This is an optimization exercise on Yosys and OpenROAD, whose aim is small area, not a production implementation.
Function was checked by simulation only, so behaviour that the tests miss may differ from the original.
Power and IR drop assume default switching activity.

## config.mk

```make
export PLATFORM = sky130hd
export DESIGN_NAME = vram_scanout
export DESIGN_NICKNAME = vram_scanout
export VERILOG_FILES = /design/flow/design.v
export SDC_FILE = /design/flow/constraint.sdc
export NUM_CORES = 4
export LEC_CHECK = 0
export CAP_MARGIN = 20
export CORE_MARGIN = 2
export CORE_UTILIZATION = 50
export SLEW_MARGIN = 20
```

## constraint.sdc

```tcl
create_clock -name core_clock -period 10.0 [get_ports {clk_i}]
set_input_delay 2.0000 -clock core_clock [delete_from_list [all_inputs] [get_ports {clk_i}]]
set_output_delay 2.0000 -clock core_clock [all_outputs]
set_load 0.01 [all_outputs]
```

## design.v

```verilog
module vram_scanout #(
  parameter int          H_ACTIVE = 640,
  parameter int          H_FP     = 16,
  parameter int          H_SYNC   = 96,
  parameter int          H_BP     = 48,
  parameter int          V_ACTIVE = 480,
  parameter int          V_FP     = 10,
  parameter int          V_SYNC   = 2,
  parameter int          V_BP     = 33,
  parameter int          PIX_DIV  = 4,
  parameter logic [7:0]  FG_COLOR = 8'hFF,
  parameter logic [7:0]  BG_COLOR = 8'h00
) (
  input  logic                clk_i,
  input  logic                rst_ni,
  input  logic [H_ACTIVE-1:0] vram_rd_data_i,
  output logic [8:0]          vram_addr_o,
  output logic                vram_turn_o,
  output logic                pix_en_o,
  output logic                hsync_o,
  output logic                vsync_o,
  output logic [7:0]          rgb_o,
  output logic                frame_start_o
);
  localparam int H_TOTAL = H_ACTIVE + H_FP + H_SYNC + H_BP;
  localparam int V_TOTAL = V_ACTIVE + V_FP + V_SYNC + V_BP;
  localparam int HW = $clog2(H_TOTAL);
  localparam int VW = $clog2(V_TOTAL);
  localparam int DW = (PIX_DIV > 1) ? $clog2(PIX_DIV) : 1;
  localparam logic [DW-1:0] DIV_LAST = DW'(PIX_DIV - 1);
  localparam logic [HW-1:0] H_LAST   = HW'(H_TOTAL - 1);
  localparam logic [HW-1:0] H_ACT    = HW'(H_ACTIVE);
  localparam logic [HW-1:0] H_FETCH  = HW'(H_ACTIVE + 1);
  localparam logic [HW-1:0] HS_BEG   = HW'(H_ACTIVE + H_FP);
  localparam logic [HW-1:0] HS_END   = HW'(H_ACTIVE + H_FP + H_SYNC);
  localparam logic [VW-1:0] V_LAST   = VW'(V_TOTAL - 1);
  localparam logic [VW-1:0] V_ACT    = VW'(V_ACTIVE);
  localparam logic [VW-1:0] VS_BEG   = VW'(V_ACTIVE + V_FP);
  localparam logic [VW-1:0] VS_END   = VW'(V_ACTIVE + V_FP + V_SYNC);
  localparam int RL    = H_ACTIVE + 1;
  localparam int ROT0  = PIX_DIV * (H_TOTAL - H_ACTIVE) - 5;   
  localparam int TAP   = RL - 1;
  localparam int DINV = RL - (RL - 1) / PIX_DIV;
  localparam bit TAP_INV = ((1 + ROT0) % 2) == 1;
  logic [DW-1:0]       div_q;
  logic [HW-1:0]       hcnt_q;
  logic [VW-1:0]       vcnt_q;
  logic                ld_q, nld_q;
  logic                valid_q;
  logic                pix_q;
  logic [RL-1:0]       ring_q, ring_d;
  logic                pix_en;
  logic                line_end;
  logic                active;
  logic [VW-1:0]       v_next;
  logic                fetch_line;
  logic                fetching;
  logic                tap;
  assign pix_en     = (div_q == DIV_LAST);
  assign line_end   = pix_en && (hcnt_q == H_LAST);
  assign active     = (hcnt_q < H_ACT) && (vcnt_q < V_ACT);
  assign v_next     = (vcnt_q == V_LAST) ? '0 : vcnt_q + 1'b1;
  assign fetch_line = (vcnt_q < V_ACT - 1) || (vcnt_q == V_LAST);
  assign fetching   = (hcnt_q == H_FETCH) && fetch_line;
  assign tap        = ring_q[TAP] ^ TAP_INV;
  for (genvar p = 0; p < RL; p++) begin : g_ring
    localparam int H = ((((TAP - ROT0 - p) % RL + RL) % RL) * DINV) % RL;
    localparam int PREV = (p + RL - 1) % RL;
    if (H >= H_ACTIVE) begin : g_pass
      assign ring_d[p] = ~ring_q[PREV];
    end else begin : g_load
      assign ring_d[p] = ~((vram_rd_data_i[H] | nld_q) & (ring_q[PREV] | ld_q));
    end
  end
  always_ff @(posedge clk_i) begin
    ring_q <= ring_d;
  end
  always_ff @(posedge clk_i) begin
    if (!rst_ni) begin
      div_q   <= '0;
      hcnt_q  <= '0;
      vcnt_q  <= '0;
      ld_q    <= 1'b0;
      nld_q   <= 1'b1;
      valid_q <= 1'b0;
      pix_q   <= 1'b0;
    end else begin
      if (line_end) {hcnt_q, div_q} <= '0;
      else          {hcnt_q, div_q} <= {hcnt_q, div_q} + 1'b1;
      if (line_end) vcnt_q <= v_next;
      if (pix_en) pix_q <= active && valid_q && tap;
      ld_q    <= (hcnt_q == H_FETCH) && (div_q == DW'(2));
      nld_q   <= !((hcnt_q == H_FETCH) && (div_q == DW'(2)));
      if (ld_q) valid_q <= 1'b1;
    end
  end
  logic hs_n, vs_n;
  assign hs_n = (hcnt_q > HS_BEG) && (hcnt_q <= HS_END);
  assign vs_n = (hcnt_q == '0) ? (vcnt_q > VS_BEG) && (vcnt_q <= VS_END)
                               : (vcnt_q >= VS_BEG) && (vcnt_q < VS_END);
  logic past_fetch;
  assign past_fetch  = (hcnt_q > H_FETCH) || ((hcnt_q == H_FETCH) && (div_q != '0));
  assign vram_addr_o = (vcnt_q >= V_ACT - 1) ? ((past_fetch && vcnt_q == V_LAST) ? '0 : 9'(V_ACTIVE - 1))
                                             : 9'(past_fetch ? v_next : vcnt_q);
  assign vram_turn_o   = !fetching;
  assign pix_en_o      = pix_en;
  assign hsync_o       = !hs_n;
  assign vsync_o       = !vs_n;
  assign rgb_o         = pix_q ? FG_COLOR : BG_COLOR;
  assign frame_start_o = (div_q == '0) && (hcnt_q == HW'(1)) && (vcnt_q == '0);
endmodule
```

## flow/run.sh

```bash
#!/bin/bash
set -euo pipefail
export BUFFER_PORTS_ARGS="-buffer_cell sky130_fd_sc_hd__buf_1"
export CTS_ARGS="-sink_clustering_enable -repair_clock_nets -dont_use_dummy_load -sink_clustering_size 10 -sink_clustering_max_diameter 50 -buf_list sky130_fd_sc_hd__clkbuf_4 -root_buf sky130_fd_sc_hd__clkbuf_8"
bash standard.sh > make_flow.log 2>&1
```

## standard.sh

```bash
#!/bin/bash
# synth_recipe.tcl (not shown) runs the flow's synth.tcl, then flattens the netlist and writes it again
# the make line also repeats each setting of config.mk as NAME=value (left out here)
make -C /OpenROAD-flow-scripts/flow DESIGN_CONFIG=/design/flow/config.mk WORK_HOME=/design/flow/orfs CLKGATE_MAP_FILE= SYNTH_SCRIPT=/design/flow/synth_recipe.tcl "${@:-finish}"
```

==> key figures, run 1 <==
Final layout
  – Total number of nets in the final design: 2874
  – Sequential cell area in the final layout: 13360 um2
  – Area of all placed cells without fillers: 22380 um2
  – Area added between synthesis and finish: 17.19%
  – Number of fill cells: 3474
  – Final non-filler cell total: about 2800
  – Combined area of the multi-input logic cells: between 5000 and 6000 um2
  – Proportion of layout cells with a drive suffix above 1: 4.719%

Global routing
  – Wire length of the first global-routing pass: 83750 um
  – Aggregate global routing overflow: 0
  – GR met3 Demand/Resource: 12.22%
  – GR met2 Demand/Resource: 45.67%
  – Maximum number of pins on one net before global-route repair: 211
  – Global Route met1 Usage: 31.38%
  – Via count of the first global-routing pass: 14080
  – Global routing's busiest layer: met2
  – GRT Util Overall: roughly 28%
  – Number of antenna violations at the first check in global routing: 46

Drt
  – Via count: 15180
  – Number of design-rule violations left by the first detailed-router iteration: 902
  – DRC: 0
  – WL/cell: ~22 um
  – Post-detailed-route count of antenna-violating nets: 0
  – Vias per cell: 5.473
  – Overall routed net length: between 60000 and 70000 um
  – First-pass detailed-route iteration total: 4

Floorplanning
  – Boundary Pins: ~660
  – Placeable core region: 37670 um2
  – Initial Util: about half
  – Number of placement rows: between 70 and 80
  – Width of the die: ~200 um
  – Die Y-Extent: 199.5 um
  – Die outline area: between 30000 and 40000 um2

Timing
  – Max-slew headroom: 32.92%
  – Shortest clock period the worst path allows after layout: 4.772 ns
  – RSZ-0062 raised after global routing: no
  – Post-route clock period utilization: 47.72%
  – Worst slew pin tran: around 1.0 ns
  – Final count of hold timing violations: 0
  – Count of final setup violators: 0
  – Skew final: 0.06319 ns
  – Achievable Freq: 0.2095 GHz
  – Max Transition Viols Final: 0
  – Final-layout setup total negative slack: 0 ns

Place
  – Final GP Congestion: 0.8712
  – Instance area at placement: ~22000 um2
  – Total half-perimeter wirelength after legalization and detailed placement: 43420 um
  – Post-Place Cells: around 2700
  – IO buf count: 663

Worst setup path
  – Crit-path max FO: 9
  – Type of the worst setup path: flip-flop to output pin
  – Setup crit end kind: output pin
  – Startpoint type of the worst setup path: flip-flop
  – Required time worst endpoint: 8.00 ns
  – Worst path arrival time: 2.77 ns

Power
  – Leakage power of the design: 8.150 nW
  – Net switching share of the total power: a little over a fifth
  – Power share of the sequential group: between 60% and 70%
  – Combinational cell fraction of total power: 2.6%
  – Power per cell area: 177.1 nW/um2
  – Net Sw Power: between 800 and 900 uW
  – IR drop worst, VDD: ~0.12 mV
  – Internal Power: 3.112 mW
  – Power share of the clock group: 30.4%

Clock tree
  – Clock Latency Late Sink: 0.62 ns
  – TritonCTS clock tree: built
  – CTS Hold Bufs: 0
  – Resized cells post-CTS: 0
  – TritonCTS Sinks: approximately 670
  – # H-tree levels: 3
  – Cell at the root of the clock tree: sky130_fd_sc_hd__clkbuf_8
  – Clock-pin slew of the registers on the worst-case setup and hold paths: about 0.10 ns
  – Number of buffers on the longest clock path: 3
  – Number of buffers added by the clock tree synthesis step: 77
  – Number of buffers inserted to repair setup after CTS: 0

Synthesis
  – Synthesized net count: approximately 2300
  – Post-Syn Instances: 1639
  – Synthesized cell area: 19100 um2
  – Synthesized area per cell: 11.65 um2
  – Number of synthesized register bits: 667
  – Sequential cell area fraction in the yosys report: 69.91%
  – Fraction of registers with async set or reset after synthesis: 0%
  – Number of unique standard cell types used by synthesis: 53
  – Number of enable-type register cells in the synthesized netlist: 0
  – Most instantiated flip-flop cell in the synthesis netlist: sky130_fd_sc_hd__dfxtp_1
  – Count of yosys warnings during synthesis: 1

Job
  – Max cap viols: 0

Run status
  – Outcome: no timing/DRC/antenna violations

Hold path
  – Class of the most critical hold timing path: flip-flop to flip-flop
Yosys cell counts, drive strengths merged (3+ instances only):
cell type / instances / area, um2
nor2: 14 / 55.06
nand3: 14 / 70.07
nor4: 6 / 37.54
and3: 9 / 63.81
o21ai: 8 / 43.79
or3: 3 / 25.03
xnor2: 13 / 113.9
nor3: 15 / 85.08
a21oi: 9 / 45.04
and2: 5 / 31.28
buf: 21 / 143.9
ha: 5 / 62.56
inv: 6 / 22.52
o22ai: 641 / 4010
nand4: 3 / 18.77
dfxtp: 667 / 13350
clkbuf: 143 / 538.0
xor2: 5 / 43.79
nand2: 21 / 78.83
a21boi: 3 / 22.52
and4: 3 / 26.28
nand2b: 3 / 18.77
worst max-delay path: stages (launching register included):
cell and delay (ns):
sky130_fd_sc_hd__dfxtp_1 0.42, sky130_fd_sc_hd__inv_1 0.11, sky130_fd_sc_hd__ha_1 0.16, sky130_fd_sc_hd__and2b_2 0.16, sky130_fd_sc_hd__nand4_1 0.32, sky130_fd_sc_hd__nor3_1 0.69, sky130_fd_sc_hd__nor3_2 0.11, sky130_fd_sc_hd__buf_1 0.17
cell usage in the layout, fill, tap and decap left out, drive strengths merged:
cell,n
nor4,6
o41ai,1
or4b,1
o31ai,1
o22ai,641
or4,2
o311ai,1
nor3,15
mux2i,1
and2,5
buf,673
o21a,2
o21ai,8
nand3,14
dfxtp,667
or3,3
clkbuf,77
diode,38
and2b,1
xnor2,13
o211ai,1
nor3b,1
or3b,1
xor2,5
nor2,14
and3,9
a31oi,1
a21oi,9
nand2,21
a211oi,2
nand4b,2
nand2b,3
inv,6
ha,5
and4b,1
and4,3
nand4,3
a21boi,3
or2,2
nor2b,1
final timing paths:
| check | slack (ns) | end | cells past startpoint | startpoint |
|---|---|---|---|---|
| setup / recovery | 5.23 | vram_addr_o[0] | 7 | vcnt_q[0] |
| hold / removal | 0.37 | ring_q[9] | 1 | ring_q[8] |
| setup reg to reg | 7.02 | ring_q[559] | 3 | nld_q |
| hold reg to reg | 0.37 | ring_q[9] | 1 | ring_q[8] |
kinds of logic after synthesis:
| family | count (synthesis) | synth area share [%] |
|---|---|---|
| fa+ha+maj | 5 | 0.3275 |
| buf+inv | 170 | 3.688 |
| simple gates | 108 | 3.197 |
| xor+xnor | 18 | 0.8254 |
| flops | 667 | 69.91 |
| compound gates | 670 | 22.00 |
| mux | 1 | 0.05241 |
per-layer routing:
layer  vias up  share of wire [%]
met3       130                9.7
li1       7417                  -
met5         -               0.31
met2       517                 48
met4        24                3.9
met1      7095                 38
layout make-up:
| type | count | area share (%) |
|---|---|---|
| flip-flops and latches | 667 | 59.69 |
| multi-input cells | 802 | 22.53 |
| repair buffers | 673 | 11.57 |
| well taps | 511 | 2.856 |
| clock buffers | 77 | 2.834 |
| diodes | 38 | 0.4248 |
| inverters | 6 | 0.1006 |
sequential cells by signal, indices dropped and copies added (netlist names):
name / count
pix_q: 1
ld_q: 1
ring_q: 641
nld_q: 1
vcnt_q: 10
div_q: 2
hcnt_q: 10
valid_q: 1
through the flow:
step	setup WS, ns	utilization, %	power (mW)	hold slack (ns)
floorplan	6.260	-	2.725	0.3379
global placement	5.916	57.49	2.820	0.3446
detailed placement	5.905	57.49	2.822	0.3497
CTS	5.192	59.17	4.006	0.3760
global route	5.052	59.35	4.126	0.3810
finish	5.228	59.43	3.965	0.3727
power groups by stage:
| stage | Combinational [mW] | Clock [mW] | Sequential (mW) |
|---|---|---|---|
| floorplan | 0.00719 | 0 | 2.72 |
| global placement | 0.102 | 0 | 2.72 |
| detailed placement | 0.104 | 0 | 2.72 |
| CTS | 0.105 | 1.24 | 2.66 |
| global route | 0.117 | 1.35 | 2.66 |
| finish | 0.104 | 1.20 | 2.66 |
==> run 2, diff against run 1 <==
--- a/design.v
+++ b/design.v
@@ -44,30 +44,30 @@
   localparam bit TAP_INV = ((1 + ROT0) % 2) == 1;
   logic [DW-1:0]       div_q;
   logic [HW-1:0]       hcnt_q;
-  logic [VW-1:0]       vcnt_q;
+  logic [VW-1:0]       lcnt_q;
   logic                ld_q, nld_q;
-  logic                valid_q;
   logic                pix_q;
   logic [RL-1:0]       ring_q, ring_d;
   logic                pix_en;
   logic                line_end;
   logic                active;
-  logic [VW-1:0]       v_next;
-  logic                fetch_line;
+  logic                guard;
+  logic                past_fetch;
   logic                fetching;
   logic                tap;
   assign pix_en     = (div_q == DIV_LAST);
   assign line_end   = pix_en && (hcnt_q == H_LAST);
-  assign active     = (hcnt_q < H_ACT) && (vcnt_q < V_ACT);
-  assign v_next     = (vcnt_q == V_LAST) ? '0 : vcnt_q + 1'b1;
-  assign fetch_line = (vcnt_q < V_ACT - 1) || (vcnt_q == V_LAST);
-  assign fetching   = (hcnt_q == H_FETCH) && fetch_line;
+  assign guard      = (hcnt_q == H_FETCH) && (div_q == '0);
+  assign past_fetch = (hcnt_q > H_FETCH) || ((hcnt_q == H_FETCH) && (div_q != '0));
+  assign active     = (hcnt_q < H_ACT) && (lcnt_q < V_ACT);
+  assign fetching   = (hcnt_q == H_FETCH) &&
+                      (guard ? (lcnt_q < V_ACT - 1) || (lcnt_q == V_LAST) : (lcnt_q < V_ACT));
   assign tap        = ring_q[TAP] ^ TAP_INV;
   for (genvar p = 0; p < RL; p++) begin : g_ring
     localparam int H = ((((TAP - ROT0 - p) % RL + RL) % RL) * DINV) % RL;
     localparam int PREV = (p + RL - 1) % RL;
     if (H >= H_ACTIVE) begin : g_pass
-      assign ring_d[p] = ~ring_q[PREV];
+      assign ring_d[p] = ~(ring_q[PREV] | ld_q);
     end else begin : g_load
       assign ring_d[p] = ~((vram_rd_data_i[H] | nld_q) & (ring_q[PREV] | ld_q));
     end
@@ -79,33 +79,28 @@
     if (!rst_ni) begin
       div_q   <= '0;
       hcnt_q  <= '0;
-      vcnt_q  <= '0;
-      ld_q    <= 1'b0;
+      lcnt_q  <= '0;
+      ld_q    <= 1'b1;
       nld_q   <= 1'b1;
-      valid_q <= 1'b0;
       pix_q   <= 1'b0;
     end else begin
       if (line_end) {hcnt_q, div_q} <= '0;
       else          {hcnt_q, div_q} <= {hcnt_q, div_q} + 1'b1;
-      if (line_end) vcnt_q <= v_next;
-      if (pix_en) pix_q <= active && valid_q && tap;
+      if (guard) lcnt_q <= (lcnt_q == V_LAST) ? '0 : lcnt_q + 1'b1;
+      if (pix_en) pix_q <= active && tap;
       ld_q    <= (hcnt_q == H_FETCH) && (div_q == DW'(2));
       nld_q   <= !((hcnt_q == H_FETCH) && (div_q == DW'(2)));
-      if (ld_q) valid_q <= 1'b1;
     end
   end
   logic hs_n, vs_n;
   assign hs_n = (hcnt_q > HS_BEG) && (hcnt_q <= HS_END);
-  assign vs_n = (hcnt_q == '0) ? (vcnt_q > VS_BEG) && (vcnt_q <= VS_END)
-                               : (vcnt_q >= VS_BEG) && (vcnt_q < VS_END);
-  logic past_fetch;
-  assign past_fetch  = (hcnt_q > H_FETCH) || ((hcnt_q == H_FETCH) && (div_q != '0));
-  assign vram_addr_o = (vcnt_q >= V_ACT - 1) ? ((past_fetch && vcnt_q == V_LAST) ? '0 : 9'(V_ACTIVE - 1))
-                                             : 9'(past_fetch ? v_next : vcnt_q);
+  assign vs_n = ((hcnt_q == '0) || past_fetch) ? (lcnt_q > VS_BEG) && (lcnt_q <= VS_END)
+                                               : (lcnt_q >= VS_BEG) && (lcnt_q < VS_END);
+  assign vram_addr_o = (lcnt_q < V_ACT) ? 9'(lcnt_q) : 9'(V_ACTIVE - 1);
   assign vram_turn_o   = !fetching;
   assign pix_en_o      = pix_en;
   assign hsync_o       = !hs_n;
   assign vsync_o       = !vs_n;
   assign rgb_o         = pix_q ? FG_COLOR : BG_COLOR;
-  assign frame_start_o = (div_q == '0) && (hcnt_q == HW'(1)) && (vcnt_q == '0);
+  assign frame_start_o = (div_q == '0) && (hcnt_q == HW'(1)) && (lcnt_q == '0);
 endmodule
==> flow/run.sh (replaced) <==
#!/bin/bash
# The standard ORFS layout (standard.sh), with two changes:
#  - each port gets the smallest buffer (buf_1) instead of the default one;
#  - CTS clusters up to 18 flip-flops per clkbuf_8 and inserts no dummy loads.
set -euo pipefail
export BUFFER_PORTS_ARGS="-buffer_cell sky130_fd_sc_hd__buf_1"
export CTS_ARGS="-sink_clustering_enable -repair_clock_nets -dont_use_dummy_load -sink_clustering_size 10 -sink_clustering_max_diameter 50 -buf_list sky130_fd_sc_hd__clkbuf_4 -root_buf sky130_fd_sc_hd__clkbuf_8"
bash standard.sh > make_flow.log 2>&1
==> key figures, run 2 <==
Run status
  – Outcome: no timing/DRC/antenna violations

Worst setup path
  – Required time worst endpoint: 8.00 ns (about the same)
  – Type of the worst setup path: flip-flop to output pin
  – Depth of the worst register-to-register path: 3 (unchanged)
  – Worst path arrival time: 2.58 ns (-0.19 ns)
  – Startpoint type of the worst setup path: flip-flop
  – Setup crit end kind: output pin
  – Capture instance of the worst register-to-register path: ring_q[79]
  – Crit-path max FO: 11 (+2)
  – Register-to-register setup slack: 6.76 ns (-0.26 ns)
  – Critical R2R Launch: nld_q

Drt
  – Number of design-rule violations left by the first detailed-router iteration: 661 (-27%)
  – Post-detailed-route count of antenna-violating nets: 0 (unchanged)
  – Vias per cell: 5.476 (about the same)
  – Via count: 15110 (-0.49%)
  – First-pass detailed-route iteration total: 7 (+3)
  – Overall routed net length: 59900 um (-1.0%)
  – DRC: 0 (unchanged)
  – WL/cell: 21.71 um (-0.47%)

Timing
  – Worst slew pin tran: 1.182 ns (+0.1755 ns)
  – Post-route clock period utilization: 45.78% (-1.9 points)
  – RSZ-0062 raised after global routing: no
  – Achievable Freq: 0.2184 GHz (+4.2%)
  – Final-layout setup total negative slack: 0 ns (unchanged)
  – Shortest clock period the worst path allows after layout: 4.578 ns (-0.1941 ns)
  – Final count of hold timing violations: 0 (unchanged)
  – Max-slew headroom: 21.22% (-12 points)
  – Max Transition Viols Final: 0 (unchanged)
  – Skew final: 0.03420 ns (-0.02898 ns)
  – Count of final setup violators: 0 (unchanged)

Global routing
  – GR met2 Demand/Resource: 45.20% (-0.47 points)
  – GRT Util Overall: 28.55% (+0.11 points)
  – Number of antenna violations at the first check in global routing: 55 (+20%)
  – Global routing's busiest layer: met2
  – Maximum number of pins on one net before global-route repair: 273 (+29%)
  – Aggregate global routing overflow: 0 (unchanged)
  – Wire length of the first global-routing pass: 83740 um (about the same)
  – Global Route met1 Usage: 31.44% (+0.054 points)
  – GR met3 Demand/Resource: 13.63% (+1.4 points)
  – Via count of the first global-routing pass: 14050 (-0.18%)

Floorplanning
  – Die Y-Extent: 198.8 um (-0.31%)
  – Placeable core region: 37490 um2 (-0.47%)
  – Initial Util: 50.62% (-0.087 points)
  – Boundary Pins: 664 (unchanged)
  – Die outline area: 39530 um2 (-0.63%)
  – Width of the die: 198.8 um (-0.31%)
  – Number of placement rows: 71 (unchanged)

Clock tree
  – Number of buffers on the longest clock path: 3 (unchanged)
  – CTS Hold Bufs: 0 (unchanged)
  – Number of buffers inserted to repair setup after CTS: 0 (unchanged)
  – Resized cells post-CTS: 0 (unchanged)
  – TritonCTS Sinks: 666 (-0.15%)
  – Cell at the root of the clock tree: sky130_fd_sc_hd__clkbuf_8
  – # H-tree levels: 3 (unchanged)
  – Clock-pin slew of the registers on the worst-case setup and hold paths: 0.10 ns (about the same)
  – TritonCTS clock tree: built
  – Number of buffers added by the clock tree synthesis step: 76 (-1.3%)
  – Clock Latency Late Sink: 0.62 ns (about the same)

Synthesis
  – Synthesized area per cell: 11.69 um2 (+0.34%)
  – Most instantiated flip-flop cell in the synthesis netlist: sky130_fd_sc_hd__dfxtp_1
  – Number of synthesized register bits: 666 (-0.15%)
  – Synthesized cell area: 18980 um2 (-0.64%)
  – Post-Syn Instances: 1623 (-0.98%)
  – Fraction of registers with async set or reset after synthesis: 0% (unchanged)
  – Synthesized net count: 2271 (-0.66%)
  – Top cell types by occurrence after synthesis: sky130_fd_sc_hd__dfxtp_1 (666), sky130_fd_sc_hd__o22ai_1 (640), sky130_fd_sc_hd__clkbuf_1 (148)
  – Area leader, netlist: sky130_fd_sc_hd__dfxtp_1
  – Cell types occupying the most area after synthesis: sky130_fd_sc_hd__dfxtp_1 (70%), sky130_fd_sc_hd__o22ai_1 (21%), sky130_fd_sc_hd__clkbuf_1 (2.9%), sky130_fd_sc_hd__ha_1 (0.40%), sky130_fd_sc_hd__nor2_1 (0.36%)
  – Number of unique standard cell types used by synthesis: 52 (-1.9%)
  – Sequential cell area fraction in the yosys report: 70.25% (+0.35 points)
  – Most used standard cell by instance count after synthesis: sky130_fd_sc_hd__dfxtp_1
  – Number of enable-type register cells in the synthesized netlist: 0 (unchanged)
  – Area share of the largest cell type after synthesis: 70.25% (+0.35 points)
  – Count of yosys warnings during synthesis: 1 (unchanged)

Power
  – Combinational cell fraction of total power: 5.8% (+3.2 points)
  – Net switching share of the total power: 22.77% (+1.3 points)
  – Power share of the clock group: 27.7% (-2.7 points)
  – IR drop worst, VDD: 0.1220 mV (-1.3%)
  – Leakage power of the design: 8.075 nW (-0.92%)
  – Power per cell area: 195.3 nW/um2 (+10%)
  – Net Sw Power: 991.5 uW (+16%)
  – Internal Power: 3.363 mW (+8.1%)
  – Power share of the sequential group: 66.5% (-0.5 points)

Final layout
  – Most flop-heavy register: ring_q
  – Max reg flops: 641 (unchanged)
  – Total number of nets in the final design: 2858 (-0.56%)
  – Most used cells in the layout excluding fill and tap cells: sky130_fd_sc_hd__dfxtp_1 (664), sky130_fd_sc_hd__buf_1 (663), sky130_fd_sc_hd__o22ai_1 (640)
  – Area of all placed cells without fillers: 22300 um2 (-0.37%)
  – Area added between synthesis and finish: 17.50%
  – Commonest non-fill, non-tap cell in the layout: sky130_fd_sc_hd__dfxtp_1
  – Regs by FF count: ring_q (641), hcnt_q (10), lcnt_q (10)
  – Proportion of layout cells with a drive suffix above 1: 4.529% (-0.19 points)

Place
  – Total half-perimeter wirelength after legalization and detailed placement: 42560 um (-2.0%)
  – Instance area at placement: 21550 um2 (-0.50%)
  – Final GP Congestion: 0.8651 (-0.70%)
  – IO buf count: 663 (unchanged)

Hold path
  – Capture endpoint of the worst hold path: ring_q[9]
  – Class of the most critical hold timing path: flip-flop to flip-flop
  – Worst hold path startpoint: ring_q[8]
  – Number of cells on the worst hold path: 1 (unchanged)

Job
  – Max cap viols: 0 (unchanged)
==> run 2: changes by cell type after synthesis, sizes merged, moves of 6 or more <==
cell,before,now
nand3,14,8
xnor2,13,7
nand2,21,12
nor3,15,5
nand4,3,11
buf,21,15
==> run 2: cell families after synthesis <==
kind of cell | Yosys count | synth area share [%]
AOI/OAI and AO/OA | 675 | 22.35
xor gates and xnor gates | 10 | 0.4615
adders and majority gates | 6 | 0.3956
buffers and inverters | 173 | 3.639
DFF | 666 | 70.25
muxes | 2 | 0.1121
and+or+nand+nor | 91 | 2.789
==> run 2: power groups by stage <==
stage	combinational, mW	sequential (mW)	clock, mW
6_report	0.253	2.90	1.20
5_1_grt	0.283	2.92	1.35
4_1_cts	0.252	2.90	1.25
3_5_place_dp	0.251	2.95	0
3_3_place_gp	0.241	2.96	0
2_1_floorplan	0.135	2.93	0
==> run 2: layout make-up <==
type	count	area, um2
fill	3394	15190
sequential	666	13340
multi-input combinational	784	4955
timing repair buffer	672	2601
tap	511	639.4
clock buffer	76	626.9
antenna	40	100.1
inverter	10	37.54
==> run 2: worst max path at each step <==
stage | endpoint | from | slack [ns] | cells after the start
finish | vram_turn_o | hcnt_q[3] | 5.42 | 5
global route | vram_turn_o | hcnt_q[0] | 5.27 | 5
CTS | vram_turn_o | hcnt_q[3] | 5.38 | 5
detailed placement | vram_turn_o | hcnt_q[1] | 6.09 | 5
global placement | vram_turn_o | hcnt_q[0] | 6.14 | 5
floorplan | vram_turn_o | div_q[0] | 6.49 | 7
==> run 2: metal layers <==
layer | routed length (um) | share of wire, % | vias to the layer above
li1 | - | - | 7357
met1 | 22630 | 38 | 7049
met2 | 29070 | 49 | 528
met3 | 5849 | 9.8 | 141
met4 | 2117 | 3.5 | 34
met5 | 229 | 0.38 | -
==> run 2: stage by stage <==
step | hold slack [ns] | worst slack (ns) | std cells | power [mW] | util, %
finish | 0.3875 | 5.422 | 2759 | 4.355 | 59.49
global route | 0.4023 | 5.265 | 2750 | 4.548 | 59.43
CTS | 0.3936 | 5.382 | 2718 | 4.396 | 59.14
detailed placement | 0.3774 | 6.092 | 2642 | 3.205 | 57.47
global placement | 0.3673 | 6.137 | 2642 | 3.197 | 57.47
floorplan | 0.3627 | 6.490 | 1623 | 3.066 | -
==> run 2: critical path, stage by stage (launching register included) <==
cell and delay [ns]:
sky130_fd_sc_hd__dfxtp_1 0.41, sky130_fd_sc_hd__nor4b_4 0.42, sky130_fd_sc_hd__nand4_1 0.42, sky130_fd_sc_hd__o21a_1 0.30, sky130_fd_sc_hd__o21ai_0 0.17, sky130_fd_sc_hd__buf_1 0.22
==> run 3, diff against run 2 <==
--- a/config.mk
+++ b/config.mk
@@ -7,5 +7,5 @@
 export LEC_CHECK = 0
 export CAP_MARGIN = 20
 export CORE_MARGIN = 2
-export CORE_UTILIZATION = 50
+export CORE_UTILIZATION = 70
 export SLEW_MARGIN = 20
==> key figures, run 3 <==
Synthesis
  – Mux cell area share after synthesis: 0.1121% (unchanged)
  – Synthesized net count: 2271 (unchanged)
  – Synthesized cell area: 18980 um2 (unchanged)
  – Area share of the largest cell type after synthesis: 70.25% (unchanged)
  – Post-synthesis share of cell area spent on full adders, half adders and majority gates: 0.3956% (unchanged)
  – Synthesized area per cell: 11.69 um2 (unchanged)
  – Number of synthesized register bits: 666 (unchanged)
  – Simple-Gate Fraction of Synth Area: 2.789% (unchanged)
  – Combinational family with the most area after synthesis: compound AO/OA/AOI/OAI gates
  – Number of enable-type register cells in the synthesized netlist: 0 (unchanged)
  – Compound-gate portion of the synthesized area: 22.35% (unchanged)
  – Sequential cell area fraction in the yosys report: 70.25% (unchanged)
  – Number of unique standard cell types used by synthesis: 52 (unchanged)
  – Xor/xnor share of the synthesized area: 0.4615% (unchanged)
  – Most instantiated flip-flop cell in the synthesis netlist: sky130_fd_sc_hd__dfxtp_1
  – Count of yosys warnings during synthesis: 1 (unchanged)
  – Post-Syn Instances: 1623 (unchanged)
  – Top cell types by occurrence after synthesis: sky130_fd_sc_hd__dfxtp_1 (666), sky130_fd_sc_hd__o22ai_1 (640), sky130_fd_sc_hd__clkbuf_1 (148)
  – Area leader, netlist: sky130_fd_sc_hd__dfxtp_1
  – Most used standard cell by instance count after synthesis: sky130_fd_sc_hd__dfxtp_1
  – Cell types occupying the most area after synthesis: sky130_fd_sc_hd__dfxtp_1 (70%), sky130_fd_sc_hd__o22ai_1 (21%), sky130_fd_sc_hd__clkbuf_1 (2.9%), sky130_fd_sc_hd__ha_1 (0.40%), sky130_fd_sc_hd__nor2_1 (0.36%)
  – Fraction of registers with async set or reset after synthesis: 0% (unchanged)

Run status
  – Error Message: [ERROR PPL-0024] Number of IO pins (664) exceeds maximum number of available positions (602). Increase the die perimeter from 674.62um to 903.04um.
  – Outcome: did not finish
  – Terminating stage of the flow: I/O pin placement

Floorplanning
  – Die Y-Extent: 168.7 um (-15%)
  – Width of the die: 168.7 um (-15%)
  – Number of placement rows: 60 (-15%)
  – Initial Util: 70.81% (+20 points)
## run 3: logic make-up after synthesis
logic type,count (synthesis)
buffers and inverters,173
AOI/OAI and AO/OA,675
and+or+nand+nor,91
DFF,666
muxes,2
xor gates and xnor gates,10
adders and majority gates,6
==> run 4, diff against run 3 <==
--- a/config.mk
+++ b/config.mk
@@ -5,7 +5,7 @@
 export SDC_FILE = /design/flow/constraint.sdc
 export NUM_CORES = 4
 export LEC_CHECK = 0
-export CAP_MARGIN = 20
+export CAP_MARGIN = 0
 export CORE_MARGIN = 2
-export CORE_UTILIZATION = 70
-export SLEW_MARGIN = 20
+export CORE_UTILIZATION = 50
+export SLEW_MARGIN = 0
==> key figures, run 4 <==
Clock tree
  – Clock-pin slew of the registers on the worst-case setup and hold paths: around 0.10 ns
  – # H-tree levels: 3
  – CTS Hold Bufs: 0
  – Cell at the root of the clock tree: sky130_fd_sc_hd__clkbuf_8
  – TritonCTS Sinks: 666
  – TritonCTS clock tree: built
  – Number of buffers added by the clock tree synthesis step: 76
  – Clock Latency Late Sink: 0.62 ns
  – Number of buffers inserted to repair setup after CTS: 0
  – Number of buffers on the longest clock path: 3
  – Resized cells post-CTS: 0

Final layout
  – Proportion of layout cells with a drive suffix above 1: 4.486%
  – Area of all placed cells without fillers: 22290 um2
  – Max reg flops: between 600 and 700
  – Commonest non-fill, non-tap cell in the layout: sky130_fd_sc_hd__dfxtp_1
  – Most flop-heavy register: ring_q
  – Area added between synthesis and finish: 17.42%
  – Most used cells in the layout excluding fill and tap cells: sky130_fd_sc_hd__dfxtp_1 (664), sky130_fd_sc_hd__buf_1 (663), sky130_fd_sc_hd__o22ai_1 (640)
  – Total number of nets in the final design: approximately 2900
  – Number of fill cells: 3394
  – Regs by FF count: ring_q (641), hcnt_q (10), lcnt_q (10)

Floorplanning
  – Die outline area: 39530 um2
  – Width of the die: 198.8 um (+18%)
  – Die Y-Extent: 198.8 um (+18%)
  – Boundary Pins: 664
  – Number of placement rows: 71 (+18%)
  – Placeable core region: 37490 um2
  – Initial Util: 50.62% (-20 points)

Synthesis
  – Fraction of registers with async set or reset after synthesis: 0% (unchanged)
  – Count of yosys warnings during synthesis: 1 (unchanged)
  – Most used standard cell by instance count after synthesis: sky130_fd_sc_hd__dfxtp_1
  – Sequential cell area fraction in the yosys report: 70.25% (unchanged)
  – Number of synthesized register bits: 666 (unchanged)
  – Post-Syn Instances: 1623 (unchanged)
  – Synthesized cell area: 18980 um2 (unchanged)
  – Number of unique standard cell types used by synthesis: 52 (unchanged)
  – Synthesized area per cell: 11.69 um2 (unchanged)
  – Area leader, netlist: sky130_fd_sc_hd__dfxtp_1
  – Area share of the largest cell type after synthesis: 70.25% (unchanged)
  – Synthesized net count: 2271 (unchanged)
  – Number of enable-type register cells in the synthesized netlist: 0 (unchanged)
  – Most instantiated flip-flop cell in the synthesis netlist: sky130_fd_sc_hd__dfxtp_1
  – Cell types occupying the most area after synthesis: sky130_fd_sc_hd__dfxtp_1 (70%), sky130_fd_sc_hd__o22ai_1 (21%), sky130_fd_sc_hd__clkbuf_1 (2.9%), sky130_fd_sc_hd__ha_1 (0.40%), sky130_fd_sc_hd__nor2_1 (0.36%)
  – Top cell types by occurrence after synthesis: sky130_fd_sc_hd__dfxtp_1 (666), sky130_fd_sc_hd__o22ai_1 (640), sky130_fd_sc_hd__clkbuf_1 (148)

Hold path
  – Class of the most critical hold timing path: flip-flop to flip-flop

Worst setup path
  – Setup crit end kind: output pin
  – Crit-path max FO: 11
  – Type of the worst setup path: flip-flop to output pin
  – Required time worst endpoint: 8.00 ns
  – Startpoint type of the worst setup path: flip-flop
  – Worst path arrival time: 2.57 ns

Global routing
  – Wire length of the first global-routing pass: roughly 84000 um
  – Global routing's busiest layer: met2
  – GRT Util Overall: 28.55%
  – Global Route met1 Usage: about a third
  – Aggregate global routing overflow: 0
  – Via count of the first global-routing pass: about 14000
  – Maximum number of pins on one net before global-route repair: 273
  – GR met3 Demand/Resource: roughly 14%
  – GR met2 Demand/Resource: 45.20%
  – Number of antenna violations at the first check in global routing: 55

Drt
  – Vias per cell: 5.440
  – Post-detailed-route count of antenna-violating nets: 0
  – Overall routed net length: ~60000 um
  – First-pass detailed-route iteration total: 6
  – Via count: about 15000
  – DRC: 0
  – WL/cell: 21.69 um
  – Number of design-rule violations left by the first detailed-router iteration: 701

Timing
  – RSZ-0062 raised after global routing: no
  – Achievable Freq: between 0.2 and 0.25 GHz
  – Skew final: 0.03425 ns
  – Final-layout setup total negative slack: 0 ns
  – Post-route clock period utilization: 45.70%
  – Max-slew headroom: 21.77%
  – Count of final setup violators: 0
  – Worst slew pin tran: between 1 and 1.5 ns
  – Final count of hold timing violations: 0
  – Shortest clock period the worst path allows after layout: 4.570 ns
  – Max Transition Viols Final: 0

Power
  – Combinational cell fraction of total power: approximately 5.8%
  – Leakage power of the design: 8.062 nW
  – Internal Power: 3.363 mW
  – Net switching share of the total power: 22.79%
  – Power share of the clock group: 27.7%
  – Power share of the sequential group: ~67%
  – Power per cell area: 195.4 nW/um2
  – Net Sw Power: 992.8 uW
  – IR drop worst, VDD: ~0.12 mV

Place
  – Final GP Congestion: 0.8651
  – Instance area at placement: 21550 um2
  – IO buf count: around 660
  – Total half-perimeter wirelength after legalization and detailed placement: 42560 um

Run status
  – Outcome: no timing/DRC/antenna violations

Job
  – Max cap viols: 0
-- run 4: cell counts after synthesis --
No cell type changed its count.
-- run 4: layer usage --
layer / wire length, um / vias up / part of all wire, %
li1: - / 7365 / -
met1: 22670 / 6982 / 38
met2: 29210 / 511 / 49
met3: 5834 / 138 / 9.7
met4: 2012 / 34 / 3.4
met5: 218 / - / 0.36
-- run 4: stage by stage --
stage          hold slack, ns  util [%]  power (mW)  instances  worst slack [ns]
6_report               0.3875     59.45       4.356       2763             5.430
4_1_cts                0.3936     59.14       4.396       2718             5.382
3_5_place_dp           0.3774     57.47       3.205       2642             6.092
5_1_grt                0.4023     59.35       4.547       2749             5.265
2_1_floorplan          0.3627         -       3.066       1623             6.490
3_3_place_gp           0.3673     57.47       3.197       2642             6.137
-- run 4: worst paths after layout --
check,startpoint,to,slack (ns),depth (start not counted)
max,hcnt_q[3],vram_turn_o,5.43,5
min,ring_q[8],ring_q[9],0.39,1
max reg2reg,ld_q,ring_q[442],6.64,3
min reg2reg,ring_q[8],ring_q[9],0.39,1
-- run 4: cell type report --
cell class	count	area [um2]	area share (%)
diodes	45	112.6	0.5053
clock buffers	76	626.9	2.813
inverters	10	37.54	0.1684
multi-input cells	784	4955	22.23
flip-flops and latches	666	13340	59.86
well taps	511	639.4	2.869
repair buffers	671	2574	11.55
-- run 4: critical path, cell delays in order (launching register included) --
cell and delay, ns:
sky130_fd_sc_hd__dfxtp_1 0.41, sky130_fd_sc_hd__nor4b_4 0.42, sky130_fd_sc_hd__nand4_1 0.42, sky130_fd_sc_hd__o21a_1 0.30, sky130_fd_sc_hd__o21ai_0 0.17, sky130_fd_sc_hd__buf_1 0.22
-- run 4: logic make-up (layout without fill, tap and decap cells) --
kind of cell	count (synthesis)	count (layout)	share of synthesized area (%)
other cells	0	45	0
flops	666	666	70.25
compound gates	675	675	22.35
buf+inv	173	757	3.639
simple gates	91	91	2.789
mux	2	2	0.1121
xor+xnor	10	10	0.4615
fa+ha+maj	6	6	0.3956
-- run 4: power groups by stage --
stage / Combinational (mW) / Sequential (mW) / Clock (mW)
finish: 0.253 / 2.90 / 1.21
global route: 0.282 / 2.92 / 1.35
CTS: 0.252 / 2.90 / 1.25
detailed placement: 0.251 / 2.95 / 0
global placement: 0.241 / 2.96 / 0
floorplan: 0.135 / 2.93 / 0
==> run 5, diff against run 4 <==
==> flow/run.sh (replaced) <==
#!/bin/bash
# The standard ORFS layout (standard.sh), with two changes:
#  - each port gets the smallest buffer (buf_1) instead of the default one;
#  - CTS clusters up to 18 flip-flops per clkbuf_8 and inserts no dummy loads.
set -euo pipefail
export BUFFER_PORTS_ARGS="-buffer_cell sky130_fd_sc_hd__buf_1"
export CTS_ARGS="-sink_clustering_enable -repair_clock_nets -dont_use_dummy_load -sink_clustering_size 18 -sink_clustering_max_diameter 80 -buf_list sky130_fd_sc_hd__clkbuf_8 -root_buf sky130_fd_sc_hd__clkbuf_16"
bash standard.sh > make_flow.log 2>&1
--- a/config.mk
+++ b/config.mk
@@ -5,7 +5,7 @@
 export SDC_FILE = /design/flow/constraint.sdc
 export NUM_CORES = 4
 export LEC_CHECK = 0
-export CAP_MARGIN = 0
+export CAP_MARGIN = 20
 export CORE_MARGIN = 2
 export CORE_UTILIZATION = 50
-export SLEW_MARGIN = 0
+export SLEW_MARGIN = 20
==> key figures, run 5 <==
Floorplanning
  – Number of placement rows: 71 (unchanged)
  – Boundary Pins: 664 (unchanged)
  – Placeable core region: 37490 um2 (unchanged)
  – Width of the die: 198.8 um (unchanged)
  – Die outline area: 39530 um2 (unchanged)
  – Die Y-Extent: 198.8 um (unchanged)
  – Initial Util: 50.62% (unchanged)

Worst setup path
  – Required time worst endpoint: 8.00 ns (about the same)
  – Crit-path max FO: 11 (unchanged)
  – Worst path arrival time: 2.52 ns (-0.05 ns)
  – Type of the worst setup path: flip-flop to output pin
  – Depth of the worst register-to-register path: 4 (+1)
  – Setup crit end kind: output pin
  – Register-to-register setup slack: 6.82 ns (+0.18 ns)
  – Startpoint type of the worst setup path: flip-flop

Clock tree
  – Number of buffers added by the clock tree synthesis step: 42 (-45%)
  – TritonCTS clock tree: built
  – # H-tree levels: 2 (-1)
  – CTS Hold Bufs: 0 (unchanged)
  – Clock-pin slew of the registers on the worst-case setup and hold paths: 0.11 ns (about the same)
  – TritonCTS Sinks: 666 (unchanged)
  – Number of buffers on the longest clock path: 3 (unchanged)
  – Cell at the root of the clock tree: sky130_fd_sc_hd__clkbuf_16
  – Number of buffers inserted to repair setup after CTS: 0 (unchanged)
  – Resized cells post-CTS: 0 (unchanged)
  – Clock Latency Late Sink: 0.56 ns (-0.06 ns)

Synthesis
  – Area leader, netlist: sky130_fd_sc_hd__dfxtp_1
  – Synthesized cell area: 18980 um2 (unchanged)
  – Synthesized area per cell: 11.69 um2 (unchanged)
  – Number of unique standard cell types used by synthesis: 52 (unchanged)
  – Number of synthesized register bits: 666 (unchanged)
  – Number of enable-type register cells in the synthesized netlist: 0 (unchanged)
  – Top cell types by occurrence after synthesis: sky130_fd_sc_hd__dfxtp_1 (666), sky130_fd_sc_hd__o22ai_1 (640), sky130_fd_sc_hd__clkbuf_1 (148)
  – Fraction of registers with async set or reset after synthesis: 0% (unchanged)
  – Sequential cell area fraction in the yosys report: 70.25% (unchanged)
  – Most used standard cell by instance count after synthesis: sky130_fd_sc_hd__dfxtp_1
  – Synthesized net count: 2271 (unchanged)
  – Post-Syn Instances: 1623 (unchanged)
  – Cell types occupying the most area after synthesis: sky130_fd_sc_hd__dfxtp_1 (70%), sky130_fd_sc_hd__o22ai_1 (21%), sky130_fd_sc_hd__clkbuf_1 (2.9%), sky130_fd_sc_hd__ha_1 (0.40%), sky130_fd_sc_hd__nor2_1 (0.36%)
  – Area share of the largest cell type after synthesis: 70.25% (unchanged)
  – Count of yosys warnings during synthesis: 1 (unchanged)
  – Most instantiated flip-flop cell in the synthesis netlist: sky130_fd_sc_hd__dfxtp_1

Final layout
  – Proportion of layout cells with a drive suffix above 1: 3.080% (-1.4 points)
  – Total number of nets in the final design: 2825 (-1.1%)
  – Area of all placed cells without fillers: 22340 um2 (+0.26%)
  – Number of fill cells: 3360 (-1.0%)
  – Commonest non-fill, non-tap cell in the layout: sky130_fd_sc_hd__dfxtp_1
  – Most flop-heavy register: ring_q
  – Combined area of the multi-input logic cells: 4955 um2 (unchanged)
  – Most used cells in the layout excluding fill and tap cells: sky130_fd_sc_hd__dfxtp_1 (664), sky130_fd_sc_hd__buf_1 (663), sky130_fd_sc_hd__o22ai_1 (640)
  – Area added between synthesis and finish: 17.73%
  – Regs by FF count: ring_q (641), hcnt_q (10), lcnt_q (10)
  – Max reg flops: 641 (unchanged)
  – Sequential cell area in the final layout: 13340 um2 (unchanged)

Global routing
  – Via count of the first global-routing pass: 13770 (-2.0%)
  – Maximum number of pins on one net before global-route repair: 273 (unchanged)
  – Aggregate global routing overflow: 0 (unchanged)
  – Number of antenna violations at the first check in global routing: 53 (-3.6%)
  – Wire length of the first global-routing pass: 82710 um (-1.2%)
  – GRT Util Overall: 28.18% (-0.37 points)

Power
  – Total design power: 4.365 mW (+0.23%)
  – Leakage power of the design: 8.043 nW (-0.23%)
  – Power per cell area: 195.4 nW/um2 (about the same)
  – IR drop worst, VDD: 0.1689 mV (+38%)

Timing
  – Worst slew pin tran: 1.092 ns (-0.08171 ns)
  – Skew final: 0.02699 ns (-0.007255 ns)
  – Final count of hold timing violations: 0 (unchanged)
  – Count of final setup violators: 0 (unchanged)
  – Final-layout setup total negative slack: 0 ns (unchanged)
  – RSZ-0062 raised after global routing: no
  – Max Transition Viols Final: 0 (unchanged)
  – Post-route clock period utilization: 45.21% (-0.49 points)
  – Shortest clock period the worst path allows after layout: 4.521 ns (-0.04869 ns)
  – Max-slew headroom: 27.22% (+5.4 points)
  – Achievable Freq: 0.2212 GHz (+1.1%)

Place
  – IO buf count: 663 (unchanged)
  – Total half-perimeter wirelength after legalization and detailed placement: 42560 um (unchanged)
  – Final GP Congestion: 0.8651 (unchanged)
  – Instance area at placement: 21550 um2 (unchanged)

Run status
  – Outcome: no timing/DRC/antenna violations

Drt
  – First-pass detailed-route iteration total: 5 (-1)
  – DRC: 0 (unchanged)
  – Overall routed net length: 59310 um (-1.0%)
  – Number of design-rule violations left by the first detailed-router iteration: 725 (+3.4%)
  – Vias per cell: 5.392 (-0.88%)
  – Post-detailed-route count of antenna-violating nets: 0 (unchanged)
  – Via count: 14720 (-2.1%)
  – WL/cell: 21.73 um (+0.19%)

Hold path
  – Class of the most critical hold timing path: flip-flop to flip-flop
  – Number of cells on the worst hold path: 1 (unchanged)

Job
  – Max cap viols: 0 (unchanged)
## run 5: metal layers
| layer | vias up | routed length (um) | part of all wire (%) | track usage (%) |
|---|---|---|---|---|
| met2 | 448 | 28780 | 49 | 44.70 |
| li1 | 7266 | - | - | - |
| met1 | 6858 | 22890 | 39 | 31.82 |
| met4 | 28 | 1906 | 3.2 | 15.51 |
| met3 | 115 | 5558 | 9.4 | 12.41 |
| met5 | - | 176 | 0.30 | 0 |
## run 5: worst paths after layout
| kind | start | end |
|---|---|---|
| setup / recovery | hcnt_q[3] | vram_turn_o |
| hold / removal | ring_q[8] | ring_q[9] |
| setup reg to reg | nld_q | ring_q[43] |
| hold reg to reg | ring_q[8] | ring_q[9] |
## run 5: logic make-up after synthesis
| kind of cell | after synthesis | synth area share, % |
|---|---|---|
| flops | 666 | 70.25 |
| xor+xnor | 10 | 0.4615 |
| mux | 2 | 0.1121 |
| buf+inv | 173 | 3.639 |
| fa+ha+maj | 6 | 0.3956 |
| compound gates | 675 | 22.35 |
| simple gates | 91 | 2.789 |
## run 5: report_power, final
part / internal [mW] / leakage (nW) / total (mW) / switching, mW
Clock: 0.428 / 0.328 / 1.22 / 0.787
Sequential: 2.84 / 5.58 / 2.90 / 0.0615
Combinational: 0.133 / 2.14 / 0.253 / 0.120
## run 5: final cells by class
cell class | instances | share of cell area, %
Clock buffer | 42 | 2.839
Sequential cell | 666 | 59.71
Inverter | 10 | 0.1680
Timing Repair Buffer | 673 | 11.77
Multi-Input combinational cell | 784 | 22.18
Antenna cell | 43 | 0.4816
Tap cell | 511 | 2.862
## run 5: metrics by stage
step,utilization (%),hold WS (ns),std cells,worst slack (ns)
finish,59.60,0.3883,2729,5.479
global route,59.53,0.4023,2718,5.336
CTS,59.16,0.3943,2684,5.460
detailed placement,57.47,0.3774,2642,6.092
global placement,57.47,0.3673,2642,6.137
floorplan,-,0.3627,1623,6.490
## run 5: worst max-delay path, cell delays in order, from the launching register on
cell and delay, ns:
sky130_fd_sc_hd__dfxtp_1 0.41, sky130_fd_sc_hd__nor4b_4 0.42, sky130_fd_sc_hd__nand4_1 0.43, sky130_fd_sc_hd__o21a_1 0.31, sky130_fd_sc_hd__o21ai_0 0.16, sky130_fd_sc_hd__buf_1 0.23
==> run 6, diff against run 5 <==
==> flow/run.sh (replaced) <==
#!/bin/bash
# The standard ORFS layout (standard.sh), with two changes:
#  - each port gets the smallest buffer (buf_1) instead of the default one;
#  - CTS clusters up to 18 flip-flops per clkbuf_8 and inserts no dummy loads.
set -euo pipefail
export BUFFER_PORTS_ARGS="-buffer_cell sky130_fd_sc_hd__buf_1"
export CTS_ARGS="-sink_clustering_enable -repair_clock_nets -dont_use_dummy_load -sink_clustering_size 11 -sink_clustering_max_diameter 50 -buf_list sky130_fd_sc_hd__clkbuf_4 -root_buf sky130_fd_sc_hd__clkbuf_4"
bash standard.sh > make_flow.log 2>&1
--- a/config.mk
+++ b/config.mk
@@ -5,7 +5,7 @@
 export SDC_FILE = /design/flow/constraint.sdc
 export NUM_CORES = 4
 export LEC_CHECK = 0
-export CAP_MARGIN = 20
+export CAP_MARGIN = 0
 export CORE_MARGIN = 2
 export CORE_UTILIZATION = 50
-export SLEW_MARGIN = 20
+export SLEW_MARGIN = 0
==> key figures, run 6 <==
Drt
  – DRC: 0 (unchanged)
  – Number of design-rule violations left by the first detailed-router iteration: 718 (-0.97%)
  – Via count: 14980 (+1.8%)
  – Overall routed net length: 59680 um (+0.62%)
  – WL/cell: 21.64 um (-0.43%)
  – Vias per cell: 5.430 (+0.71%)
  – Post-detailed-route count of antenna-violating nets: 0 (unchanged)
  – First-pass detailed-route iteration total: 5 (unchanged)

Clock tree
  – Number of buffers added by the clock tree synthesis step: 70 (+67%)
  – Clock Latency Late Sink: 0.78 ns (+0.22 ns)
  – CTS Hold Bufs: 0 (unchanged)
  – TritonCTS Sinks: 666 (unchanged)
  – TritonCTS clock tree: built
  – Clock-pin slew of the registers on the worst-case setup and hold paths: 0.11 ns (about the same)
  – Resized cells post-CTS: 0 (unchanged)
  – # H-tree levels: 3 (+1)
  – Number of buffers inserted to repair setup after CTS: 0 (unchanged)
  – Cell at the root of the clock tree: sky130_fd_sc_hd__clkbuf_4
  – Number of buffers on the longest clock path: 3 (unchanged)

Timing
  – Max Transition Viols Final: 0 (unchanged)
  – Max-slew headroom: 13.66% (-14 points)
  – Final count of hold timing violations: 0 (unchanged)
  – Post-route clock period utilization: 47.26% (+2.0 points)
  – Skew final: 0.06798 ns (+0.04098 ns)
  – Final hold slack: 0.3657 ns (-0.02254 ns)
  – Final-layout setup total negative slack: 0 ns (unchanged)
  – Worst slew pin tran: 1.295 ns (+0.2035 ns)
  – Shortest clock period the worst path allows after layout: 4.726 ns (+0.2048 ns)
  – Achievable Freq: 0.2116 GHz (-4.3%)
  – RSZ-0062 raised after global routing: no
  – Count of final setup violators: 0 (unchanged)

Final layout
  – Proportion of layout cells with a drive suffix above 1: 4.225% (+1.1 points)
  – Most used cells in the layout excluding fill and tap cells: sky130_fd_sc_hd__dfxtp_1 (664), sky130_fd_sc_hd__buf_1 (663), sky130_fd_sc_hd__o22ai_1 (640)
  – Regs by FF count: ring_q (641), hcnt_q (10), lcnt_q (10)
  – Area added between synthesis and finish: 16.90%
  – Most flop-heavy register: ring_q
  – Max reg flops: 641 (unchanged)
  – Area of all placed cells without fillers: 22190 um2 (-0.70%)
  – Combined area of the multi-input logic cells: 4955 um2 (unchanged)
  – Commonest non-fill, non-tap cell in the layout: sky130_fd_sc_hd__dfxtp_1
  – Number of fill cells: 3393 (+0.98%)
  – Total number of nets in the final design: 2851 (+0.92%)
  – Sequential cell area in the final layout: 13340 um2 (unchanged)

Worst setup path
  – Setup crit end kind: output pin
  – CP Cell Sequence: nor4b_4 -> nand4_1 -> o21a_1 -> o21ai_0 -> buf_1
  – Startpoint type of the worst setup path: flip-flop
  – Crit-path max FO: 11 (unchanged)
  – Worst path arrival time: 2.73 ns (+0.21 ns)
  – Type of the worst setup path: flip-flop to output pin
  – Critical path's largest stage delay: 0.43 ns (about the same)
  – Cell family contributing the most delay on the critical path: simple AND/OR/NAND/NOR gates
  – Required time worst endpoint: 8.00 ns (about the same)
  – CP bufs+invs: 1 (unchanged)
  – Slowest-stage cell, CP: sky130_fd_sc_hd__nand4_1

Synthesis
  – Most instantiated flip-flop cell in the synthesis netlist: sky130_fd_sc_hd__dfxtp_1
  – Most used standard cell by instance count after synthesis: sky130_fd_sc_hd__dfxtp_1
  – Synthesized area per cell: 11.69 um2 (unchanged)
  – Area share of the largest cell type after synthesis: 70.25% (unchanged)
  – Fraction of registers with async set or reset after synthesis: 0% (unchanged)
  – Cell types occupying the most area after synthesis: sky130_fd_sc_hd__dfxtp_1 (70%), sky130_fd_sc_hd__o22ai_1 (21%), sky130_fd_sc_hd__clkbuf_1 (2.9%), sky130_fd_sc_hd__ha_1 (0.40%), sky130_fd_sc_hd__nor2_1 (0.36%)
  – Sequential cell area fraction in the yosys report: 70.25% (unchanged)
  – Number of synthesized register bits: 666 (unchanged)
  – Area leader, netlist: sky130_fd_sc_hd__dfxtp_1
  – Synthesized cell area: 18980 um2 (unchanged)
  – Synthesized net count: 2271 (unchanged)
  – Post-Syn Instances: 1623 (unchanged)
  – Number of unique standard cell types used by synthesis: 52 (unchanged)
  – Number of enable-type register cells in the synthesized netlist: 0 (unchanged)
  – Count of yosys warnings during synthesis: 1 (unchanged)
  – Top cell types by occurrence after synthesis: sky130_fd_sc_hd__dfxtp_1 (666), sky130_fd_sc_hd__o22ai_1 (640), sky130_fd_sc_hd__clkbuf_1 (148)

Global routing
  – GRT Util Overall: 28.44% (+0.26 points)
  – Maximum number of pins on one net before global-route repair: 273 (unchanged)
  – Number of antenna violations at the first check in global routing: 58 (+9.4%)
  – Wire length of the first global-routing pass: 83410 um (+0.85%)
  – Via count of the first global-routing pass: 13990 (+1.6%)
  – Aggregate global routing overflow: 0 (unchanged)

Floorplanning
  – Width of the die: 198.8 um (unchanged)
  – Die Y-Extent: 198.8 um (unchanged)
  – Number of placement rows: 71 (unchanged)
  – Boundary Pins: 664 (unchanged)
  – Initial Util: 50.62% (unchanged)
  – Placeable core region: 37490 um2 (unchanged)
  – Die outline area: 39530 um2 (unchanged)

Place
  – Total half-perimeter wirelength after legalization and detailed placement: 42560 um (unchanged)
  – Final GP Congestion: 0.8651 (unchanged)
  – Instance area at placement: 21550 um2 (unchanged)
  – IO buf count: 663 (unchanged)

Run status
  – Outcome: no timing/DRC/antenna violations

Power
  – Leakage power of the design: 8.011 nW (-0.40%)
  – Power per cell area: 192.4 nW/um2 (-1.5%)
  – Total design power: 4.269 mW (-2.2%)
  – IR drop worst, VDD: 0.1069 mV (-37%)

Hold path
  – Class of the most critical hold timing path: flip-flop to flip-flop

Job
  – Max cap viols: 0 (unchanged)
[run 6: power breakdown]
| part | total (mW) | internal, mW | switching [mW] |
|---|---|---|---|
| clock network | 1.12 | 0.325 | 0.794 |
| registers | 2.90 | 2.84 | 0.0616 |
| logic | 0.252 | 0.133 | 0.120 |
| total | 4.27 | 3.29 | 0.976 |
[run 6: final cells by class]
type,count,area share (%)
Multi-Input combinational cell,784,22.33
Antenna cell,46,0.5188
Timing Repair Buffer,671,11.60
Clock buffer,70,2.369
Sequential cell,666,60.13
Inverter,10,0.1692
Tap cell,511,2.882
[run 6: kinds of logic after synthesis]
group	share of synthesized area, %
AO/OA/AOI/OAI	22.35
flip-flops	70.25
buffers and inverters	3.639
AND/OR/NAND/NOR	2.789
XOR/XNOR	0.4615
adder cells (fa/ha/maj)	0.3956
multiplexers	0.1121
[run 6: final timing paths]
kind	startpoint	endpoint	slack [ns]	depth (start not counted)
worst max-delay path	hcnt_q[3]	vram_turn_o	5.27	5
worst min-delay path	ring_q[399]	ring_q[400]	0.37	1
worst max register to register	ld_q	ring_q[605]	6.69	3
worst min register to register	ring_q[399]	ring_q[400]	0.37	1
[run 6: worst reg2reg max path, cell delays in order, from the launching register on]
cell and delay [ns]:
sky130_fd_sc_hd__dfxtp_4 0.93, sky130_fd_sc_hd__buf_12 0.75, sky130_fd_sc_hd__buf_4 1.23, sky130_fd_sc_hd__o22ai_1 0.28
[run 6: per-layer routing]
metal  share of wire (%)  up-vias  global-route usage [%]
met5                0.37        -                       0
met4                 3.3       34                   17.05
met3                 9.7      140                   13.58
met2                  48      516                   44.50
met1                  38     6936                   31.39
li1                    -     7351                       -
[run 6: stage by stage]
step	cells	setup slack, ns	utilization, %
after global placement	2642	6.137	57.47
after detailed placement	2642	6.092	57.47
final	2758	5.274	59.18
after global routing	2747	5.093	59.11
after CTS	2712	5.212	58.87
after floorplan	1623	6.490	-
==> run 7, diff against run 6 <==
==> flow/run.sh (replaced) <==
#!/bin/bash
# The standard ORFS layout (standard.sh), with two changes:
#  - each port gets the smallest buffer (buf_1) instead of the default one;
#  - CTS builds the tree from clkbuf_4 only, clusters up to 11 flip-flops per
#    leaf buffer and inserts no dummy loads.
set -euo pipefail
export BUFFER_PORTS_ARGS="-buffer_cell sky130_fd_sc_hd__buf_1"
export CTS_ARGS="-sink_clustering_enable -repair_clock_nets -dont_use_dummy_load -sink_clustering_size 11 -sink_clustering_max_diameter 50 -buf_list sky130_fd_sc_hd__clkbuf_4 -root_buf sky130_fd_sc_hd__clkbuf_4"
bash standard.sh > make_flow.log 2>&1
==> key figures, run 7 <==
Run status
  – Outcome: no timing/DRC/antenna violations

Final layout
  – Commonest non-fill, non-tap cell in the layout: sky130_fd_sc_hd__dfxtp_1
  – Max reg flops: 641 (unchanged)
  – Area added between synthesis and finish: 16.90% (unchanged)
  – Most flop-heavy register: ring_q
  – Regs by FF count: ring_q (641), hcnt_q (10), lcnt_q (10)
  – Number of fill cells: 3393 (unchanged)
  – Total number of nets in the final design: 2851 (unchanged)
  – Proportion of layout cells with a drive suffix above 1: 4.225% (unchanged)
  – Most used cells in the layout excluding fill and tap cells: sky130_fd_sc_hd__dfxtp_1 (664), sky130_fd_sc_hd__buf_1 (663), sky130_fd_sc_hd__o22ai_1 (640)
  – Sequential cell area in the final layout: 13340 um2 (unchanged)
  – Combined area of the multi-input logic cells: 4955 um2 (unchanged)

Global routing
  – Maximum number of pins on one net before global-route repair: 273 (unchanged)
  – Number of antenna violations at the first check in global routing: 58 (unchanged)
  – Via count of the first global-routing pass: 13990 (unchanged)
  – Aggregate global routing overflow: 0 (unchanged)
  – Wire length of the first global-routing pass: 83410 um (unchanged)
  – GRT Util Overall: 28.44% (unchanged)

Drt
  – Number of design-rule violations left by the first detailed-router iteration: 718 (unchanged)
  – Overall routed net length: 59680 um (unchanged)
  – DRC: 0 (unchanged)
  – WL/cell: 21.64 um (unchanged)
  – First-pass detailed-route iteration total: 5 (unchanged)
  – Post-detailed-route count of antenna-violating nets: 0 (unchanged)
  – Via count: 14980 (unchanged)
  – Vias per cell: 5.430 (unchanged)

Worst setup path
  – Critical R2R Launch: ld_q
  – Crit-path max FO: 11 (unchanged)
  – CP Cell Sequence: nor4b_4 -> nand4_1 -> o21a_1 -> o21ai_0 -> buf_1
  – Critical path's largest stage delay: 0.43 ns (about the same)
  – Required time worst endpoint: 8.00 ns (about the same)
  – Worst path arrival time: 2.73 ns (about the same)
  – Type of the worst setup path: flip-flop to output pin
  – CP bufs+invs: 1 (unchanged)
  – Cell family contributing the most delay on the critical path: simple AND/OR/NAND/NOR gates
  – Setup crit end kind: output pin
  – Register-to-register setup slack: 6.69 ns (about the same)
  – Depth of the worst register-to-register path: 3 (unchanged)
  – Capture instance of the worst register-to-register path: ring_q[605]
  – Startpoint type of the worst setup path: flip-flop
  – Slowest-stage cell, CP: sky130_fd_sc_hd__nand4_1

Hold path
  – Class of the most critical hold timing path: flip-flop to flip-flop
  – Number of cells on the worst hold path: 1 (unchanged)
  – Worst hold path startpoint: ring_q[399]
  – Capture endpoint of the worst hold path: ring_q[400]

Synthesis
  – Combinational family with the most area after synthesis: compound AO/OA/AOI/OAI gates
  – Sequential cell area fraction in the yosys report: 70.25% (unchanged)
  – Xor/xnor share of the synthesized area: 0.4615% (unchanged)
  – Area leader, netlist: sky130_fd_sc_hd__dfxtp_1
  – Most used standard cell by instance count after synthesis: sky130_fd_sc_hd__dfxtp_1
  – Number of unique standard cell types used by synthesis: 52 (unchanged)
  – Most instantiated flip-flop cell in the synthesis netlist: sky130_fd_sc_hd__dfxtp_1
  – Cell types occupying the most area after synthesis: sky130_fd_sc_hd__dfxtp_1 (70%), sky130_fd_sc_hd__o22ai_1 (21%), sky130_fd_sc_hd__clkbuf_1 (2.9%), sky130_fd_sc_hd__ha_1 (0.40%), sky130_fd_sc_hd__nor2_1 (0.36%)
  – Synthesized net count: 2271 (unchanged)
  – Count of yosys warnings during synthesis: 1 (unchanged)
  – Synthesized area per cell: 11.69 um2 (unchanged)
  – Number of enable-type register cells in the synthesized netlist: 0 (unchanged)
  – Simple-Gate Fraction of Synth Area: 2.789% (unchanged)
  – Mux cell area share after synthesis: 0.1121% (unchanged)
  – Area share of the largest cell type after synthesis: 70.25% (unchanged)
  – Top cell types by occurrence after synthesis: sky130_fd_sc_hd__dfxtp_1 (666), sky130_fd_sc_hd__o22ai_1 (640), sky130_fd_sc_hd__clkbuf_1 (148)
  – Number of synthesized register bits: 666 (unchanged)
  – Post-Syn Instances: 1623 (unchanged)
  – Synthesized cell area: 18980 um2 (unchanged)
  – Compound-gate portion of the synthesized area: 22.35% (unchanged)
  – Post-synthesis share of cell area spent on full adders, half adders and majority gates: 0.3956% (unchanged)
  – Fraction of registers with async set or reset after synthesis: 0% (unchanged)

Timing
  – RSZ-0062 raised after global routing: no
  – Achievable Freq: 0.2116 GHz (unchanged)
  – Final-layout setup total negative slack: 0 ns (unchanged)
  – Skew final: 0.06798 ns (unchanged)
  – Shortest clock period the worst path allows after layout: 4.726 ns (unchanged)
  – Max-slew headroom: 13.66% (unchanged)
  – Final count of hold timing violations: 0 (unchanged)
  – Worst slew pin tran: 1.295 ns (unchanged)
  – Post-route clock period utilization: 47.26% (unchanged)
  – Max Transition Viols Final: 0 (unchanged)
  – Count of final setup violators: 0 (unchanged)

Clock tree
  – Clock Latency Late Sink: 0.78 ns (about the same)
  – CTS Hold Bufs: 0 (unchanged)
  – Number of buffers on the longest clock path: 3 (unchanged)
  – Number of buffers inserted to repair setup after CTS: 0 (unchanged)
  – Cell at the root of the clock tree: sky130_fd_sc_hd__clkbuf_4
  – Number of buffers added by the clock tree synthesis step: 70 (unchanged)
  – # H-tree levels: 3 (unchanged)
  – TritonCTS clock tree: built
  – Clock-pin slew of the registers on the worst-case setup and hold paths: 0.11 ns (about the same)
  – Resized cells post-CTS: 0 (unchanged)
  – TritonCTS Sinks: 666 (unchanged)

Power
  – Total design power: 4.269 mW (unchanged)
  – Leakage power of the design: 8.011 nW (unchanged)
  – IR drop worst, VDD: 0.1069 mV (unchanged)
  – Power per cell area: 192.4 nW/um2 (unchanged)

Place
  – Total half-perimeter wirelength after legalization and detailed placement: 42560 um (unchanged)
  – IO buf count: 663 (unchanged)
  – Final GP Congestion: 0.8651 (unchanged)

Floorplanning
  – Initial Util: 50.62% (unchanged)
  – Boundary Pins: 664 (unchanged)
  – Width of the die: 198.8 um (unchanged)
  – Placeable core region: 37490 um2 (unchanged)
  – Die outline area: 39530 um2 (unchanged)
  – Number of placement rows: 71 (unchanged)
  – Die Y-Extent: 198.8 um (unchanged)

Job
  – Max cap viols: 0 (unchanged)
## run 7: metrics by stage
step / area (um2) / hold slack [ns] / setup slack [ns] / instances / utilization [%]
3_5_place_dp: 21550 / 0.3774 / 6.092 / 2642 / 57.47
2_1_floorplan: 18980 / 0.3627 / 6.490 / 1623 / -
3_3_place_gp: 21550 / 0.3673 / 6.137 / 2642 / 57.47
6_report: 22190 / 0.3657 / 5.274 / 2758 / 59.18
5_1_grt: 22160 / 0.3950 / 5.093 / 2747 / 59.11
4_1_cts: 22070 / 0.3754 / 5.212 / 2712 / 58.87
## run 7: kinds of logic (layout without fill, tap and decap cells)
group,count (synthesis),after routing
AO/OA/AOI/OAI,675,675
flip-flops,666,666
buffers and inverters,173,751
AND/OR/NAND/NOR,91,91
XOR/XNOR,10,10
adder cells (fa/ha/maj),6,6
multiplexers,2,2
other,0,46
## run 7: how the worst max path moves through the flow
stage               from     endpoint  slack (ns)  depth (start not counted)
5_1_grt        hcnt_q[3]  vram_turn_o        5.09                          5
2_1_floorplan   div_q[0]  vram_turn_o        6.49                          7
3_3_place_gp   hcnt_q[0]  vram_turn_o        6.14                          5
3_5_place_dp   hcnt_q[1]  vram_turn_o        6.09                          5
6_report       hcnt_q[3]  vram_turn_o        5.27                          5
4_1_cts        hcnt_q[3]  vram_turn_o        5.21                          5
## run 7: routing by layer
layer  GRT usage (%)  part of all wire [%]
met5               0                  0.37
met4           17.05                   3.3
met3           13.58                   9.7
met2           44.50                    48
met1           31.39                    38
## run 7: power breakdown
| group | internal (mW) | switching [mW] | total (mW) |
|---|---|---|---|
| Sequential | 2.84 | 0.0616 | 2.90 |
| Combinational | 0.133 | 0.120 | 0.252 |
| Clock | 0.325 | 0.794 | 1.12 |
| Total | 3.29 | 0.976 | 4.27 |
## run 7: layout make-up
class | instances | area share, %
Multi-Input combinational cell | 784 | 22.33
Antenna cell | 46 | 0.5188
Clock buffer | 70 | 2.369
Sequential cell | 666 | 60.13
Inverter | 10 | 0.1692
Tap cell | 511 | 2.882
Timing Repair Buffer | 671 | 11.60
## run 7: worst reg2reg max path: stages, from the launching register on
cell,delay (ns)
sky130_fd_sc_hd__dfxtp_4,0.93
sky130_fd_sc_hd__buf_12,0.75
sky130_fd_sc_hd__buf_4,1.23
sky130_fd_sc_hd__o22ai_1,0.28

Setup slack of run 7, layout unchanged: 5.274 ns with ideal ports, 5.221 ns with driving cells assumed (clock clkbuf_16, inputs buf_2), 6.017 ns with port delays also shifted by the 0.796 ns mid clock arrival.
